Context: an optimization exercise on an open-source flow, tuned for small area and a short achievable clock period. The choices shown serve that exercise and are no tape-out recipe.
At most, simulation tests tie the RTL to the original design; equivalence was not proved.
No activity file was given, so power comes from the tool's default toggle rates.

==> inputs of run C <==
// csr_unit
module csr_unit (
  input  logic        clk,
  input  logic        rst_n,
  input  logic        req_valid,
  output logic        req_ready,
  input  logic [1:0]  req_op,
  input  logic [11:0] req_addr,
  input  logic [31:0] req_wdata,
  output logic        rsp_valid,
  output logic [31:0] rsp_rdata,
  output logic        rsp_illegal,
  input  logic [1:0]  evt_kind,
  input  logic [3:0]  evt_cause,
  input  logic [31:0] evt_pc,
  input  logic [31:0] evt_tval,
  output logic        redirect_valid,
  output logic [31:0] redirect_pc,
  output logic [1:0]  priv,
  output logic        machine_interrupt
);
==> flow/config.mk <==
export PLATFORM = sky130hd
export DESIGN_NAME = csr_unit
export DESIGN_NICKNAME = csr_unit
export VERILOG_FILES = /design/flow/design.v
export SDC_FILE = /design/flow/constraint.sdc
export NUM_CORES = 4
export LEC_CHECK = 0
export CAP_MARGIN = 20
export CORE_MARGIN = 2
export CORE_UTILIZATION = 40
export SETUP_SLACK_MARGIN = 0.2
export SLEW_MARGIN = 20
==> flow/constraint.sdc <==
create_clock -name core_clock -period 5.0 [get_ports {clk}]
set_input_delay 1.0000 -clock core_clock [delete_from_list [all_inputs] [get_ports {clk}]]
set_output_delay 1.0000 -clock core_clock [all_outputs]
set_load 0.01 [all_outputs]
run.sh (not shown) runs the stock make flow with config.mk's settings and CLKGATE_MAP_FILE= SYNTH_SCRIPT=/design/flow/synth_recipe.tcl, a recipe that flattens the netlist after the stock synthesis.
==> run B (differences from run C) <==
--- a/flow/design.v
+++ b/flow/design.v
@@ -269,15 +269,21 @@
     rdata_q   <= rdata;
     illegal_q <= !legal;
     redirect_pc <= target;
   end
   assign rsp_rdata   = rdata_q;
   assign rsp_illegal = illegal_q;
-  logic [31:0] tbase, target;
-  assign tbase = ent_s ? {stvec[31:2], 2'b00} : {mtvec[31:2], 2'b00};
-  always_comb begin
-    if (ent_s || (ent_m && !(irq && mtvec[0]))) target = tbase;
-    else if (ent_m) target = tbase + {26'd0, icause, 2'b00};
-    else if (mret)  target = mepc;
-    else            target = sepc;
-  end
+  logic [29:0] vt;
+  logic        t_m, t_v, t_s, t_me, t_se;
+  logic [31:0] target;
+  assign vt   = mtvec[31:2] + {26'd0, icause};
+  assign t_v  = (evt_kind == 2'd0) && mtvec[0];
+  assign t_m  = ((evt_kind == 2'd0) && !mtvec[0]) || (exc && !to_s);
+  assign t_s  = exc && to_s;
+  assign t_me = mret;
+  assign t_se = sret;
+  assign target = ({32{t_m}}  & {mtvec[31:2], 2'b00}) |
+                  ({32{t_v}}  & {vt, 2'b00}) |
+                  ({32{t_s}}  & {stvec[31:2], 2'b00}) |
+                  ({32{t_me}} & mepc) |
+                  ({32{t_se}} & sepc);
 endmodule
Settings changed: SETUP_SLACK_MARGIN 0.2 to 2.5.
==> comparison <==
- Non-clock buffer count: run B is higher than run C (402).
- Against run B, the worst hold slack of run C is higher by 0.21 ns.
- Synthesized area: run C is larger than run B (about 1.2%).
- Against run C, the sequential share of layout area of run B is lower by 10 points.
- Run C completed without violations. Run B ran to the end with no violations.
- Between run C and run B, the lower sequential power is in run B (gap about 1%, measured against run B).
- Against run B, the combinational power of run C is smaller by 23%.
No functional check of the RTL was part of any run of this note.

---

==> job 9638 <==
==> flow/design.v <==
module csr_unit (
  input  logic        clk,
  input  logic        rst_n,
  input  logic        req_valid,
  output logic        req_ready,
  input  logic [1:0]  req_op,
  input  logic [11:0] req_addr,
  input  logic [31:0] req_wdata,
  output logic        rsp_valid,
  output logic [31:0] rsp_rdata,
  output logic        rsp_illegal,
  input  logic [1:0]  evt_kind,
  input  logic [3:0]  evt_cause,
  input  logic [31:0] evt_pc,
  input  logic [31:0] evt_tval,
  output logic        redirect_valid,
  output logic [31:0] redirect_pc,
  output logic [1:0]  priv,
  output logic        machine_interrupt
);
  localparam logic [31:0] MISA  = 32'h4014_0100;
  localparam logic [31:0] MS_K  = 32'h0000_19aa;
  localparam logic [31:0] S_INT = 32'h0000_0222;
  logic [31:0] mstatus_k, mie_k, mip_k;         
  logic [31:0] mstatus_r, mie_r, mip_r;         
  logic        v_mstatus, v_mie, v_mip;
  logic [31:0] medeleg_r, mtvec_r, mscratch_r, mepc_r, mcause_r, mtval_r;
  logic [31:0] stvec_r, sscratch_r, sepc_r, scause_r, stval_r;
  logic        v_medeleg, v_mtvec, v_mscratch, v_mepc, v_mcause, v_mtval;
  logic        v_stvec, v_sscratch, v_sepc, v_scause, v_stval;
  logic [1:0]  priv_q;
  logic        mint_q;
  logic [31:0] mstatus, mie, mip;
  logic [31:0] medeleg, mtvec, mscratch, mepc, mcause, mtval;
  logic [31:0] stvec, sscratch, sepc, scause, stval;
  assign mstatus  = (mstatus_k & MS_K)  | (mstatus_r & ~MS_K  & {32{v_mstatus}});
  assign mie      = (mie_k     & S_INT) | (mie_r     & ~S_INT & {32{v_mie}});
  assign mip      = (mip_k     & S_INT) | (mip_r     & ~S_INT & {32{v_mip}});
  assign medeleg  = medeleg_r  & {32{v_medeleg}};
  assign mtvec    = mtvec_r    & {32{v_mtvec}};
  assign mscratch = mscratch_r & {32{v_mscratch}};
  assign mepc     = mepc_r     & {32{v_mepc}};
  assign mcause   = mcause_r   & {32{v_mcause}};
  assign mtval    = mtval_r    & {32{v_mtval}};
  assign stvec    = stvec_r    & {32{v_stvec}};
  assign sscratch = sscratch_r & {32{v_sscratch}};
  assign sepc     = sepc_r     & {32{v_sepc}};
  assign scause   = scause_r   & {32{v_scause}};
  assign stval    = stval_r    & {32{v_stval}};
  assign priv              = priv_q;
  assign machine_interrupt = mint_q;
  logic [3:0] icause, icause_n;
  logic exc, mret, sret, irq, trap, to_s, ent_s, ent_m;
  assign exc   = (evt_kind == 2'd1);
  assign mret  = (evt_kind == 2'd2);
  assign sret  = (evt_kind == 2'd3);
  assign irq   = (evt_kind == 2'd0) && mint_q;
  assign trap  = (evt_kind != 2'd0) || mint_q;
  assign to_s  = exc && (priv_q != 2'b11) && medeleg[evt_cause];
  assign ent_s = to_s;
  assign ent_m = (exc && !to_s) || irq;
  logic ok_s, ok_m;
  logic s_sstatus, s_sie, s_stvec, s_sscratch, s_sepc, s_scause, s_stval, s_sip;
  logic s_mstatus, s_misa, s_medeleg, s_mie, s_mtvec, s_mscratch, s_mepc, s_mcause, s_mtval, s_mip;
  logic legal, xfer;
  assign ok_s = (priv_q != 2'b00);
  assign ok_m = (priv_q == 2'b11);
  assign s_sstatus  = ok_s && (req_addr == 12'h100);
  assign s_sie      = ok_s && (req_addr == 12'h104);
  assign s_stvec    = ok_s && (req_addr == 12'h105);
  assign s_sscratch = ok_s && (req_addr == 12'h140);
  assign s_sepc     = ok_s && (req_addr == 12'h141);
  assign s_scause   = ok_s && (req_addr == 12'h142);
  assign s_stval    = ok_s && (req_addr == 12'h143);
  assign s_sip      = ok_s && (req_addr == 12'h144);
  assign s_mstatus  = ok_m && (req_addr == 12'h300);
  assign s_misa     = ok_m && (req_addr == 12'h301);
  assign s_medeleg  = ok_m && (req_addr == 12'h302);
  assign s_mie      = ok_m && (req_addr == 12'h304);
  assign s_mtvec    = ok_m && (req_addr == 12'h305);
  assign s_mscratch = ok_m && (req_addr == 12'h340);
  assign s_mepc     = ok_m && (req_addr == 12'h341);
  assign s_mcause   = ok_m && (req_addr == 12'h342);
  assign s_mtval    = ok_m && (req_addr == 12'h343);
  assign s_mip      = ok_m && (req_addr == 12'h344);
  assign legal = s_sstatus | s_sie | s_stvec | s_sscratch | s_sepc | s_scause | s_stval | s_sip |
                 s_mstatus | s_misa | s_medeleg | s_mie | s_mtvec | s_mscratch | s_mepc |
                 s_mcause | s_mtval | s_mip;
  assign req_ready = !trap;
  assign xfer      = req_valid && !trap;
  logic [31:0] rdata;
  assign rdata = ({32{s_sstatus}}  & (mstatus & 32'h0000_0122)) |
                 ({32{s_sie}}      & (mie & S_INT)) |
                 ({32{s_stvec}}    & stvec) |
                 ({32{s_sscratch}} & sscratch) |
                 ({32{s_sepc}}     & sepc) |
                 ({32{s_scause}}   & scause) |
                 ({32{s_stval}}    & stval) |
                 ({32{s_sip}}      & (mip & S_INT)) |
                 ({32{s_mstatus}}  & mstatus) |
                 ({32{s_misa}}     & MISA) |
                 ({32{s_medeleg}}  & medeleg) |
                 ({32{s_mie}}      & mie) |
                 ({32{s_mtvec}}    & mtvec) |
                 ({32{s_mscratch}} & mscratch) |
                 ({32{s_mepc}}     & mepc) |
                 ({32{s_mcause}}   & mcause) |
                 ({32{s_mtval}}    & mtval) |
                 ({32{s_mip}}      & mip);
  logic [31:0] act, set;
  assign act = {32{req_op == 2'd0}} | ({32{req_op[0] ^ req_op[1]}} & req_wdata);
  assign set = {32{!req_op[1]}} & req_wdata;
  logic w_sstatus, w_sie, w_stvec, w_sscratch, w_sepc, w_scause, w_stval, w_sip;
  logic w_mstatus, w_medeleg, w_mie, w_mtvec, w_mscratch, w_mepc, w_mcause, w_mtval, w_mip;
  assign w_sstatus  = xfer && s_sstatus;
  assign w_sie      = xfer && s_sie;
  assign w_stvec    = xfer && s_stvec;
  assign w_sscratch = xfer && s_sscratch;
  assign w_sepc     = xfer && s_sepc;
  assign w_scause   = xfer && s_scause;
  assign w_stval    = xfer && s_stval;
  assign w_sip      = xfer && s_sip;
  assign w_mstatus  = xfer && s_mstatus;
  assign w_medeleg  = xfer && s_medeleg;
  assign w_mie      = xfer && s_mie;
  assign w_mtvec    = xfer && s_mtvec;
  assign w_mscratch = xfer && s_mscratch;
  assign w_mepc     = xfer && s_mepc;
  assign w_mcause   = xfer && s_mcause;
  assign w_mtval    = xfer && s_mtval;
  assign w_mip      = xfer && s_mip;
  logic [31:0] ms_w;    
  always_comb begin
    ms_w = (mstatus & ~act) | (set & act);
    if (ms_w[12:11] == 2'b10) ms_w[12:11] = 2'b00;
  end
  logic [31:0] mstatus_n;
  always_comb begin
    mstatus_n = mstatus_k;
    if (ent_s) begin
      mstatus_n[8] = priv_q[0];
      mstatus_n[5] = mstatus_k[1];
      mstatus_n[1] = 1'b0;
    end else if (ent_m) begin
      mstatus_n[12:11] = priv_q;
      mstatus_n[7]     = mstatus_k[3];
      mstatus_n[3]     = 1'b0;
    end else if (mret) begin
      mstatus_n[3]     = mstatus_k[7];
      mstatus_n[7]     = 1'b1;
      mstatus_n[12:11] = 2'b00;
    end else if (sret) begin
      mstatus_n[1] = mstatus_k[5];
      mstatus_n[5] = 1'b1;
      mstatus_n[8] = 1'b0;
    end else if (w_mstatus) begin
      mstatus_n = ms_w;
    end else if (w_sstatus) begin
      mstatus_n[1] = ms_w[1];
      mstatus_n[5] = ms_w[5];
      mstatus_n[8] = ms_w[8];
    end
  end
  logic [1:0] priv_n;
  always_comb begin
    priv_n = priv_q;
    if (ent_s)      priv_n = 2'b01;
    else if (ent_m) priv_n = 2'b11;
    else if (mret)  priv_n = mstatus_k[12:11];
    else if (sret)  priv_n = {1'b0, mstatus_k[8]};
  end
  logic [31:0] mie_n, mip_n;
  always_comb begin
    mie_n = mie;
    if (w_mie)      mie_n = (mie & ~act) | (set & act);
    else if (w_sie) mie_n = (mie & ~(act & S_INT)) | (set & act & S_INT);
    mip_n = mip;
    if (w_mip)      mip_n = (mip & ~act) | (set & act);
    else if (w_sip) mip_n = (mip & ~(act & S_INT)) | (set & act & S_INT);
  end
  logic [31:0] pend_n;
  logic        mint_n;
  assign pend_n = mip_n & mie_n & 32'h0000_0aaa;
  assign mint_n = (|pend_n) && ((priv_n != 2'b11) || mstatus_n[3]);
  always_comb begin
    if      (pend_n[11]) icause_n = 4'd11;
    else if (pend_n[3])  icause_n = 4'd3;
    else if (pend_n[7])  icause_n = 4'd7;
    else if (pend_n[9])  icause_n = 4'd9;
    else if (pend_n[1])  icause_n = 4'd1;
    else                 icause_n = 4'd5;
  end
  always_ff @(posedge clk or negedge rst_n) begin
    if (!rst_n) begin
      mstatus_k <= '0;
      mie_k     <= '0;
      mip_k     <= '0;
      priv_q    <= 2'b11;
      mint_q    <= 1'b0;
      icause    <= 4'd5;
    end else begin
      mstatus_k <= mstatus_n & MS_K;
      mie_k     <= mie_n & S_INT;
      mip_k     <= mip_n & S_INT;
      priv_q    <= priv_n;
      mint_q    <= mint_n;
      icause    <= icause_n;
    end
  end
  always_ff @(posedge clk or negedge rst_n) begin
    if (!rst_n) begin
      v_mstatus  <= 1'b0;
      v_mie      <= 1'b0;
      v_mip      <= 1'b0;
      v_medeleg  <= 1'b0;
      v_mtvec    <= 1'b0;
      v_mscratch <= 1'b0;
      v_mepc     <= 1'b0;
      v_mcause   <= 1'b0;
      v_mtval    <= 1'b0;
      v_stvec    <= 1'b0;
      v_sscratch <= 1'b0;
      v_sepc     <= 1'b0;
      v_scause   <= 1'b0;
      v_stval    <= 1'b0;
    end else begin
      if (w_mstatus)         v_mstatus  <= 1'b1;
      if (w_mie)             v_mie      <= 1'b1;
      if (w_mip)             v_mip      <= 1'b1;
      if (w_medeleg)         v_medeleg  <= 1'b1;
      if (w_mtvec)           v_mtvec    <= 1'b1;
      if (w_mscratch)        v_mscratch <= 1'b1;
      if (ent_m || w_mepc)   v_mepc     <= 1'b1;
      if (ent_m || w_mcause) v_mcause   <= 1'b1;
      if (ent_m || w_mtval)  v_mtval    <= 1'b1;
      if (w_stvec)           v_stvec    <= 1'b1;
      if (w_sscratch)        v_sscratch <= 1'b1;
      if (ent_s || w_sepc)   v_sepc     <= 1'b1;
      if (ent_s || w_scause) v_scause   <= 1'b1;
      if (ent_s || w_stval)  v_stval    <= 1'b1;
    end
  end
  always_ff @(posedge clk) begin
    for (int i = 0; i < 32; i++) begin
      if (!MS_K[i] && w_mstatus && (act[i] || !v_mstatus)) mstatus_r[i] <= set[i];
      if (!S_INT[i] && w_mie && (act[i] || !v_mie))        mie_r[i]     <= set[i];
      if (!S_INT[i] && w_mip && (act[i] || !v_mip))        mip_r[i]     <= set[i];
      if (w_medeleg  && (act[i] || !v_medeleg))  medeleg_r[i]  <= set[i];
      if (w_mtvec    && (act[i] || !v_mtvec))    mtvec_r[i]    <= set[i];
      if (w_mscratch && (act[i] || !v_mscratch)) mscratch_r[i] <= set[i];
      if (w_stvec    && (act[i] || !v_stvec))    stvec_r[i]    <= set[i];
      if (w_sscratch && (act[i] || !v_sscratch)) sscratch_r[i] <= set[i];
    end
    if (ent_m) begin
      mepc_r   <= evt_pc;
      mcause_r <= evt_kind[0] ? {28'd0, evt_cause} : {1'b1, 27'd0, icause};
      mtval_r  <= evt_kind[0] ? evt_tval : 32'd0;
    end else begin
      for (int i = 0; i < 32; i++) begin
        if (w_mepc   && (act[i] || !v_mepc))   mepc_r[i]   <= set[i];
        if (w_mcause && (act[i] || !v_mcause)) mcause_r[i] <= set[i];
        if (w_mtval  && (act[i] || !v_mtval))  mtval_r[i]  <= set[i];
      end
    end
    if (ent_s) begin
      sepc_r   <= evt_pc;
      scause_r <= {28'd0, evt_cause};
      stval_r  <= evt_tval;
    end else begin
      for (int i = 0; i < 32; i++) begin
        if (w_sepc   && (act[i] || !v_sepc))   sepc_r[i]   <= set[i];
        if (w_scause && (act[i] || !v_scause)) scause_r[i] <= set[i];
        if (w_stval  && (act[i] || !v_stval))  stval_r[i]  <= set[i];
      end
    end
  end
  logic [31:0] target;
  always_ff @(posedge clk or negedge rst_n) begin
    if (!rst_n) begin
      rsp_valid      <= 1'b0;
      redirect_valid <= 1'b0;
    end else begin
      rsp_valid      <= xfer;
      redirect_valid <= trap;
    end
  end
  always_ff @(posedge clk) begin
    rsp_rdata   <= rdata;
    rsp_illegal <= !legal;
    redirect_pc <= target;
  end
  logic [29:0] vt;
  logic [4:0]  vt_lo;
  logic [25:0] vt_hi1;
  logic        t_m, t_v, t_s;
  assign vt_lo  = {1'b0, mtvec[5:2]} + {1'b0, icause};
  assign vt_hi1 = mtvec[31:6] + 26'd1;
  assign vt     = {vt_lo[4] ? vt_hi1 : mtvec[31:6], vt_lo[3:0]};
  assign t_v    = (evt_kind == 2'd0) && mtvec[0];
  assign t_m    = ((evt_kind == 2'd0) && !mtvec[0]) || (exc && !to_s);
  assign t_s    = exc && to_s;
  assign target = ({32{t_m}}  & {mtvec[31:2], 2'b00}) |
                  ({32{t_v}}  & {vt, 2'b00}) |
                  ({32{t_s}}  & {stvec[31:2], 2'b00}) |
                  ({32{mret}} & mepc) |
                  ({32{sret}} & sepc);
endmodule
==> flow/flow/run.sh <==
#!/bin/bash
# The standard layout, with plain sky130_fd_sc_hd__buf_2 cells as the
# input and output port buffers (buffer_ports otherwise picks a slow delay
# buffer). The flow's full output goes to standard.log.
set -euo pipefail
export BUFFER_PORTS_ARGS="-buffer_cell sky130_fd_sc_hd__buf_2"
bash standard.sh > standard.log 2>&1
==> flow/standard.sh <==
#!/bin/bash
# synth_recipe.tcl (not shown) runs the flow's synth.tcl, then flattens the netlist and writes it again
# the make line also repeats each setting of config.mk as NAME=value (left out here)
make -C /OpenROAD-flow-scripts/flow DESIGN_CONFIG=/design/flow/config.mk WORK_HOME=/design/flow/orfs CLKGATE_MAP_FILE= SYNTH_SCRIPT=/design/flow/synth_recipe.tcl "${@:-finish}"
==> flow/config.mk <==
export PLATFORM = sky130hd
export DESIGN_NAME = csr_unit
export DESIGN_NICKNAME = csr_unit
export VERILOG_FILES = /design/flow/design.v
export SDC_FILE = /design/flow/constraint.sdc
export NUM_CORES = 4
export LEC_CHECK = 0
export ABC_AREA = 1
export CAP_MARGIN = 20
export CORE_MARGIN = 2
export CORE_UTILIZATION = 40
export SETUP_SLACK_MARGIN = 2.5
export SLEW_MARGIN = 20
==> flow/constraint.sdc <==
create_clock -name core_clock -period 5.0 [get_ports {clk}]
set_input_delay 1.0000 -clock core_clock [delete_from_list [all_inputs] [get_ports {clk}]]
set_output_delay 1.0000 -clock core_clock [all_outputs]
set_load 0.01 [all_outputs]
==> job 2708: changes against job 9638 <==
--- a/flow/design.v
+++ b/flow/design.v
@@ -242,34 +242,37 @@
   end
+  logic ew_mstatus, ew_mie, ew_mip, ew_medeleg, ew_mtvec, ew_mscratch, ew_stvec, ew_sscratch;
+  logic ew_mepc, ew_mcause, ew_mtval, ew_sepc, ew_scause, ew_stval;
+  assign ew_mstatus  = w_mstatus  && !v_mstatus;
+  assign ew_mie      = w_mie      && !v_mie;
+  assign ew_mip      = w_mip      && !v_mip;
+  assign ew_medeleg  = w_medeleg  && !v_medeleg;
+  assign ew_mtvec    = w_mtvec    && !v_mtvec;
+  assign ew_mscratch = w_mscratch && !v_mscratch;
+  assign ew_stvec    = w_stvec    && !v_stvec;
+  assign ew_sscratch = w_sscratch && !v_sscratch;
+  assign ew_mepc     = ent_m || (w_mepc   && !v_mepc);
+  assign ew_mcause   = ent_m || (w_mcause && !v_mcause);
+  assign ew_mtval    = ent_m || (w_mtval  && !v_mtval);
+  assign ew_sepc     = ent_s || (w_sepc   && !v_sepc);
+  assign ew_scause   = ent_s || (w_scause && !v_scause);
+  assign ew_stval    = ent_s || (w_stval  && !v_stval);
+  logic [31:0] mcause_t, mtval_t;
+  assign mcause_t = evt_kind[0] ? {28'd0, evt_cause} : {1'b1, 27'd0, icause};
+  assign mtval_t  = evt_kind[0] ? evt_tval : 32'd0;
   always_ff @(posedge clk) begin
     for (int i = 0; i < 32; i++) begin
-      if (!MS_K[i] && w_mstatus && (act[i] || !v_mstatus)) mstatus_r[i] <= set[i];
-      if (!S_INT[i] && w_mie && (act[i] || !v_mie))        mie_r[i]     <= set[i];
-      if (!S_INT[i] && w_mip && (act[i] || !v_mip))        mip_r[i]     <= set[i];
-      if (w_medeleg  && (act[i] || !v_medeleg))  medeleg_r[i]  <= set[i];
-      if (w_mtvec    && (act[i] || !v_mtvec))    mtvec_r[i]    <= set[i];
-      if (w_mscratch && (act[i] || !v_mscratch)) mscratch_r[i] <= set[i];
-      if (w_stvec    && (act[i] || !v_stvec))    stvec_r[i]    <= set[i];
-      if (w_sscratch && (act[i] || !v_sscratch)) sscratch_r[i] <= set[i];
-    end
-    if (ent_m) begin
-      mepc_r   <= evt_pc;
-      mcause_r <= evt_kind[0] ? {28'd0, evt_cause} : {1'b1, 27'd0, icause};
-      mtval_r  <= evt_kind[0] ? evt_tval : 32'd0;
-    end else begin
-      for (int i = 0; i < 32; i++) begin
-        if (w_mepc   && (act[i] || !v_mepc))   mepc_r[i]   <= set[i];
-        if (w_mcause && (act[i] || !v_mcause)) mcause_r[i] <= set[i];
-        if (w_mtval  && (act[i] || !v_mtval))  mtval_r[i]  <= set[i];
-      end
-    end
-    if (ent_s) begin
-      sepc_r   <= evt_pc;
-      scause_r <= {28'd0, evt_cause};
-      stval_r  <= evt_tval;
-    end else begin
-      for (int i = 0; i < 32; i++) begin
-        if (w_sepc   && (act[i] || !v_sepc))   sepc_r[i]   <= set[i];
-        if (w_scause && (act[i] || !v_scause)) scause_r[i] <= set[i];
-        if (w_stval  && (act[i] || !v_stval))  stval_r[i]  <= set[i];
-      end
+      if (!MS_K[i]  && ((w_mstatus && act[i]) || ew_mstatus)) mstatus_r[i] <= set[i];
+      if (!S_INT[i] && ((w_mie && act[i]) || ew_mie))         mie_r[i]     <= set[i];
+      if (!S_INT[i] && ((w_mip && act[i]) || ew_mip))         mip_r[i]     <= set[i];
+      if ((w_medeleg  && act[i]) || ew_medeleg)  medeleg_r[i]  <= set[i];
+      if ((w_mtvec    && act[i]) || ew_mtvec)    mtvec_r[i]    <= set[i];
+      if ((w_mscratch && act[i]) || ew_mscratch) mscratch_r[i] <= set[i];
+      if ((w_stvec    && act[i]) || ew_stvec)    stvec_r[i]    <= set[i];
+      if ((w_sscratch && act[i]) || ew_sscratch) sscratch_r[i] <= set[i];
+      if ((w_mepc   && act[i]) || ew_mepc)   mepc_r[i]   <= trap ? evt_pc[i]   : set[i];
+      if ((w_mcause && act[i]) || ew_mcause) mcause_r[i] <= trap ? mcause_t[i] : set[i];
+      if ((w_mtval  && act[i]) || ew_mtval)  mtval_r[i]  <= trap ? mtval_t[i]  : set[i];
+      if ((w_sepc   && act[i]) || ew_sepc)   sepc_r[i]   <= trap ? evt_pc[i]   : set[i];
+      if ((w_scause && act[i]) || ew_scause) scause_r[i] <= trap ? ((i < 4) ? evt_cause[i % 4] : 1'b0) : set[i];
+      if ((w_stval  && act[i]) || ew_stval)  stval_r[i]  <= trap ? evt_tval[i] : set[i];
     end
==> flow/flow/run.sh (replaced) <==
#!/bin/bash
# The standard layout, with plain sky130_fd_sc_hd__buf_1 cells as the
# input and output port buffers (buffer_ports otherwise picks a slow delay
# buffer); timing repair sizes them up where needed. The flow's full output
# goes to standard.log.
set -euo pipefail
export BUFFER_PORTS_ARGS="-buffer_cell sky130_fd_sc_hd__buf_1"
bash standard.sh > standard.log 2>&1
Settings changed: CTS_BUF_LIST set to sky130_fd_sc_hd__clkbuf_8.
==> job 453: changes against job 9638 <==
==> flow/run.sh (new file) <==
#!/bin/bash
# synth_recipe.tcl (not shown) runs the flow's synth.tcl, then flattens the netlist and writes it again
# the make line also repeats each setting of config.mk as NAME=value (left out here)
make -C /OpenROAD-flow-scripts/flow DESIGN_CONFIG=/design/flow/config.mk WORK_HOME=/design/flow/orfs CLKGATE_MAP_FILE= SYNTH_SCRIPT=/design/flow/synth_recipe.tcl finish
removed: flow/flow/run.sh
removed: flow/standard.sh
==> job 3189: changes against job 9638 <==
--- a/flow/design.v
+++ b/flow/design.v
@@ -242,34 +242,37 @@
   end
+  logic ew_mstatus, ew_mie, ew_mip, ew_medeleg, ew_mtvec, ew_mscratch, ew_stvec, ew_sscratch;
+  logic ew_mepc, ew_mcause, ew_mtval, ew_sepc, ew_scause, ew_stval;
+  assign ew_mstatus  = w_mstatus  && !v_mstatus;
+  assign ew_mie      = w_mie      && !v_mie;
+  assign ew_mip      = w_mip      && !v_mip;
+  assign ew_medeleg  = w_medeleg  && !v_medeleg;
+  assign ew_mtvec    = w_mtvec    && !v_mtvec;
+  assign ew_mscratch = w_mscratch && !v_mscratch;
+  assign ew_stvec    = w_stvec    && !v_stvec;
+  assign ew_sscratch = w_sscratch && !v_sscratch;
+  assign ew_mepc     = ent_m || (w_mepc   && !v_mepc);
+  assign ew_mcause   = ent_m || (w_mcause && !v_mcause);
+  assign ew_mtval    = ent_m || (w_mtval  && !v_mtval);
+  assign ew_sepc     = ent_s || (w_sepc   && !v_sepc);
+  assign ew_scause   = ent_s || (w_scause && !v_scause);
+  assign ew_stval    = ent_s || (w_stval  && !v_stval);
+  logic [31:0] mcause_t, mtval_t;
+  assign mcause_t = evt_kind[0] ? {28'd0, evt_cause} : {1'b1, 27'd0, icause};
+  assign mtval_t  = evt_kind[0] ? evt_tval : 32'd0;
   always_ff @(posedge clk) begin
     for (int i = 0; i < 32; i++) begin
-      if (!MS_K[i] && w_mstatus && (act[i] || !v_mstatus)) mstatus_r[i] <= set[i];
-      if (!S_INT[i] && w_mie && (act[i] || !v_mie))        mie_r[i]     <= set[i];
-      if (!S_INT[i] && w_mip && (act[i] || !v_mip))        mip_r[i]     <= set[i];
-      if (w_medeleg  && (act[i] || !v_medeleg))  medeleg_r[i]  <= set[i];
-      if (w_mtvec    && (act[i] || !v_mtvec))    mtvec_r[i]    <= set[i];
-      if (w_mscratch && (act[i] || !v_mscratch)) mscratch_r[i] <= set[i];
-      if (w_stvec    && (act[i] || !v_stvec))    stvec_r[i]    <= set[i];
-      if (w_sscratch && (act[i] || !v_sscratch)) sscratch_r[i] <= set[i];
-    end
-    if (ent_m) begin
-      mepc_r   <= evt_pc;
-      mcause_r <= evt_kind[0] ? {28'd0, evt_cause} : {1'b1, 27'd0, icause};
-      mtval_r  <= evt_kind[0] ? evt_tval : 32'd0;
-    end else begin
-      for (int i = 0; i < 32; i++) begin
-        if (w_mepc   && (act[i] || !v_mepc))   mepc_r[i]   <= set[i];
-        if (w_mcause && (act[i] || !v_mcause)) mcause_r[i] <= set[i];
-        if (w_mtval  && (act[i] || !v_mtval))  mtval_r[i]  <= set[i];
-      end
-    end
-    if (ent_s) begin
-      sepc_r   <= evt_pc;
-      scause_r <= {28'd0, evt_cause};
-      stval_r  <= evt_tval;
-    end else begin
-      for (int i = 0; i < 32; i++) begin
-        if (w_sepc   && (act[i] || !v_sepc))   sepc_r[i]   <= set[i];
-        if (w_scause && (act[i] || !v_scause)) scause_r[i] <= set[i];
-        if (w_stval  && (act[i] || !v_stval))  stval_r[i]  <= set[i];
-      end
+      if (!MS_K[i]  && ((w_mstatus && act[i]) || ew_mstatus)) mstatus_r[i] <= set[i];
+      if (!S_INT[i] && ((w_mie && act[i]) || ew_mie))         mie_r[i]     <= set[i];
+      if (!S_INT[i] && ((w_mip && act[i]) || ew_mip))         mip_r[i]     <= set[i];
+      if ((w_medeleg  && act[i]) || ew_medeleg)  medeleg_r[i]  <= set[i];
+      if ((w_mtvec    && act[i]) || ew_mtvec)    mtvec_r[i]    <= set[i];
+      if ((w_mscratch && act[i]) || ew_mscratch) mscratch_r[i] <= set[i];
+      if ((w_stvec    && act[i]) || ew_stvec)    stvec_r[i]    <= set[i];
+      if ((w_sscratch && act[i]) || ew_sscratch) sscratch_r[i] <= set[i];
+      if ((w_mepc   && act[i]) || ew_mepc)   mepc_r[i]   <= trap ? evt_pc[i]   : set[i];
+      if ((w_mcause && act[i]) || ew_mcause) mcause_r[i] <= trap ? mcause_t[i] : set[i];
+      if ((w_mtval  && act[i]) || ew_mtval)  mtval_r[i]  <= trap ? mtval_t[i]  : set[i];
+      if ((w_sepc   && act[i]) || ew_sepc)   sepc_r[i]   <= trap ? evt_pc[i]   : set[i];
+      if ((w_scause && act[i]) || ew_scause) scause_r[i] <= trap ? ((i < 4) ? evt_cause[i % 4] : 1'b0) : set[i];
+      if ((w_stval  && act[i]) || ew_stval)  stval_r[i]  <= trap ? evt_tval[i] : set[i];
     end
==> flow/flow/run.sh (replaced) <==
#!/bin/bash
# The standard layout, with plain sky130_fd_sc_hd__buf_1 cells as the
# input and output port buffers (buffer_ports otherwise picks a slow delay
# buffer); timing repair sizes them up where needed. The flow's full output
# goes to standard.log.
set -euo pipefail
export BUFFER_PORTS_ARGS="-buffer_cell sky130_fd_sc_hd__buf_1"
bash standard.sh > standard.log 2>&1
Settings changed: CTS_BUF_LIST set to sky130_fd_sc_hd__clkbuf_8, SETUP_SLACK_MARGIN 2.5 to 2.4.
==> comparison <==
Against job 9638, the cell count of job 453 is higher by about 1.6%.
Of job 9638 and job 3189, job 9638 has the higher register-to-register slack (gap 0.11 ns).
Against job 3189, the global-route usage of job 9638 is higher by 2.3 points.
In sequential cell count, job 2708 and job 3189 do not differ.
Against job 3189, the worst setup slack of job 2708 is higher by 0.030 ns.
The highest final area belongs to job 453, the lowest to job 3189.
Critical path depth is the same in job 3189 and job 2708.
The highest core utilization belongs to job 453, the lowest to job 3189.
The lowest combinational power belongs to job 3189, the highest to job 453.
Against job 3189, the total power of job 9638 is higher by about 7%.
In job 3189 the non-clock buffer count is higher than in job 9638, by 13.
==> figures <==
|  | job 2708 | job 3189 | job 453 | job 9638 |
|---|---|---|---|---|
| Run status | finished clean | finished clean | finished clean | finished clean |
| Xor/xnor share of the synthesized area | 0.03314% | 0.03314% | 0.06267% | 0.06267% |
| Length of routed wiring on met1 | 43.46 mm | 43.96 mm | 49.31 mm | 48.50 mm |
| Setup bufs post-CTS | 50 | 50 | 76 | 37 |
| Final period demand of the worst path | 2.660 ns | 2.690 ns | 2.654 ns | 2.500 ns |
| Pin count of the biggest net entering global routing | 60 | 67 | 86 | 91 |
| Power in combinational cells | 1.07 mW | 1.02 mW | 1.32 mW | 1.17 mW |
| Drt total wl | 118.7 mm | 117.3 mm | 133.9 mm | 132.5 mm |
| Mapped Nets | 3,016 | 3,016 | 3,377 | 3,377 |
| Sum of internal, switching and leakage power | 10.09 mW | 10.05 mW | 10.86 mW | 10.73 mW |
| Number of buffers inserted during clock tree synthesis | 92 | 92 | 58 | 58 |
| Data required, critical path | 4.00 ns | 4.00 ns | 5.52 ns | 5.48 ns |
| Clock tree skew after final layout | 0.03621 ns | 0.02485 ns | 0.01809 ns | 0.03927 ns |
| Power share of the clock group | 38.7% | 39.0% | 41.0% | 41.5% |
| Final hold slack | 0.4227 ns | 0.3545 ns | 0.4557 ns | 0.4412 ns |
| Routed via count divided by cell count | 6.224 | 6.167 | 6.183 | 6.244 |
| Synthesized cell area | 0.02643 mm² | 0.02643 mm² | 0.02795 mm² | 0.02795 mm² |
| Number of cells on the worst reg-to-reg path | 8 | 11 | 16 | 7 |
| Sequential-cell power consumption | 5.11 mW | 5.11 mW | 5.09 mW | 5.11 mW |
| Proportion of synthesized chip area in sequential cells | 57.68% | 57.68% | 53.53% | 53.53% |
| Switching share of total power | 28.25% | 27.32% | 26.42% | 26.97% |
| Power Clock | 3.91 mW | 3.92 mW | 4.45 mW | 4.46 mW |
| Instance area after placement | 0.02799 mm² | 0.02795 mm² | 0.03093 mm² | 0.02999 mm² |

==> port drivers added, routing unchanged <==
The flow's constraints put no driver on any port. The routed layouts listed below were extracted and timed again, unchanged, in two steps.
Step 1 (the two cells are an assumption about what drives the block):
set clk [get_ports {clk}]
set_driving_cell -lib_cell sky130_fd_sc_hd__clkbuf_16 $clk
set_driving_cell -lib_cell sky130_fd_sc_hd__buf_2 [delete_from_list [all_inputs] $clk]
Step 2 also shifts input and output timing later by t, the mid clock arrival at the registers, as if the neighbouring blocks saw the same clock.
a / b / c = ideal ports / drivers / drivers and shift; a / b = the first two.
run	shift t [ns]	setup slack, ns	latest minus earliest clock arrival (ns)	slew at the worst register clock pin (ns)	worst slew at a driven data input, ns
run C	0.698	0.344 / 0.376 / -0.322	0.037 / 0.036	0.07 / 0.07	0.07
run B	0.704	1.585 / 1.585 / 1.047	0.029 / 0.029	0.07 / 0.07	0.08
job 9638	0.705	2.500 / 2.481 / 1.835	0.040 / 0.040	0.07 / 0.07	0.07
job 2708	0.791	2.340 / 2.291 / 1.724	0.040 / 0.040	0.08 / 0.08	0.06
job 453	0.699	2.346 / 2.346 / 1.742	0.019 / 0.018	0.07 / 0.07	0.05
job 3189	0.760	2.310 / 2.253 / 1.558	0.025 / 0.025	0.07 / 0.07	0.07
Met with ideal ports but missed after step 2: setup timing in run C. The setup slack of job 3189, which loses most, moves by -0.057 ns with the drivers and by -0.752 ns with both steps.
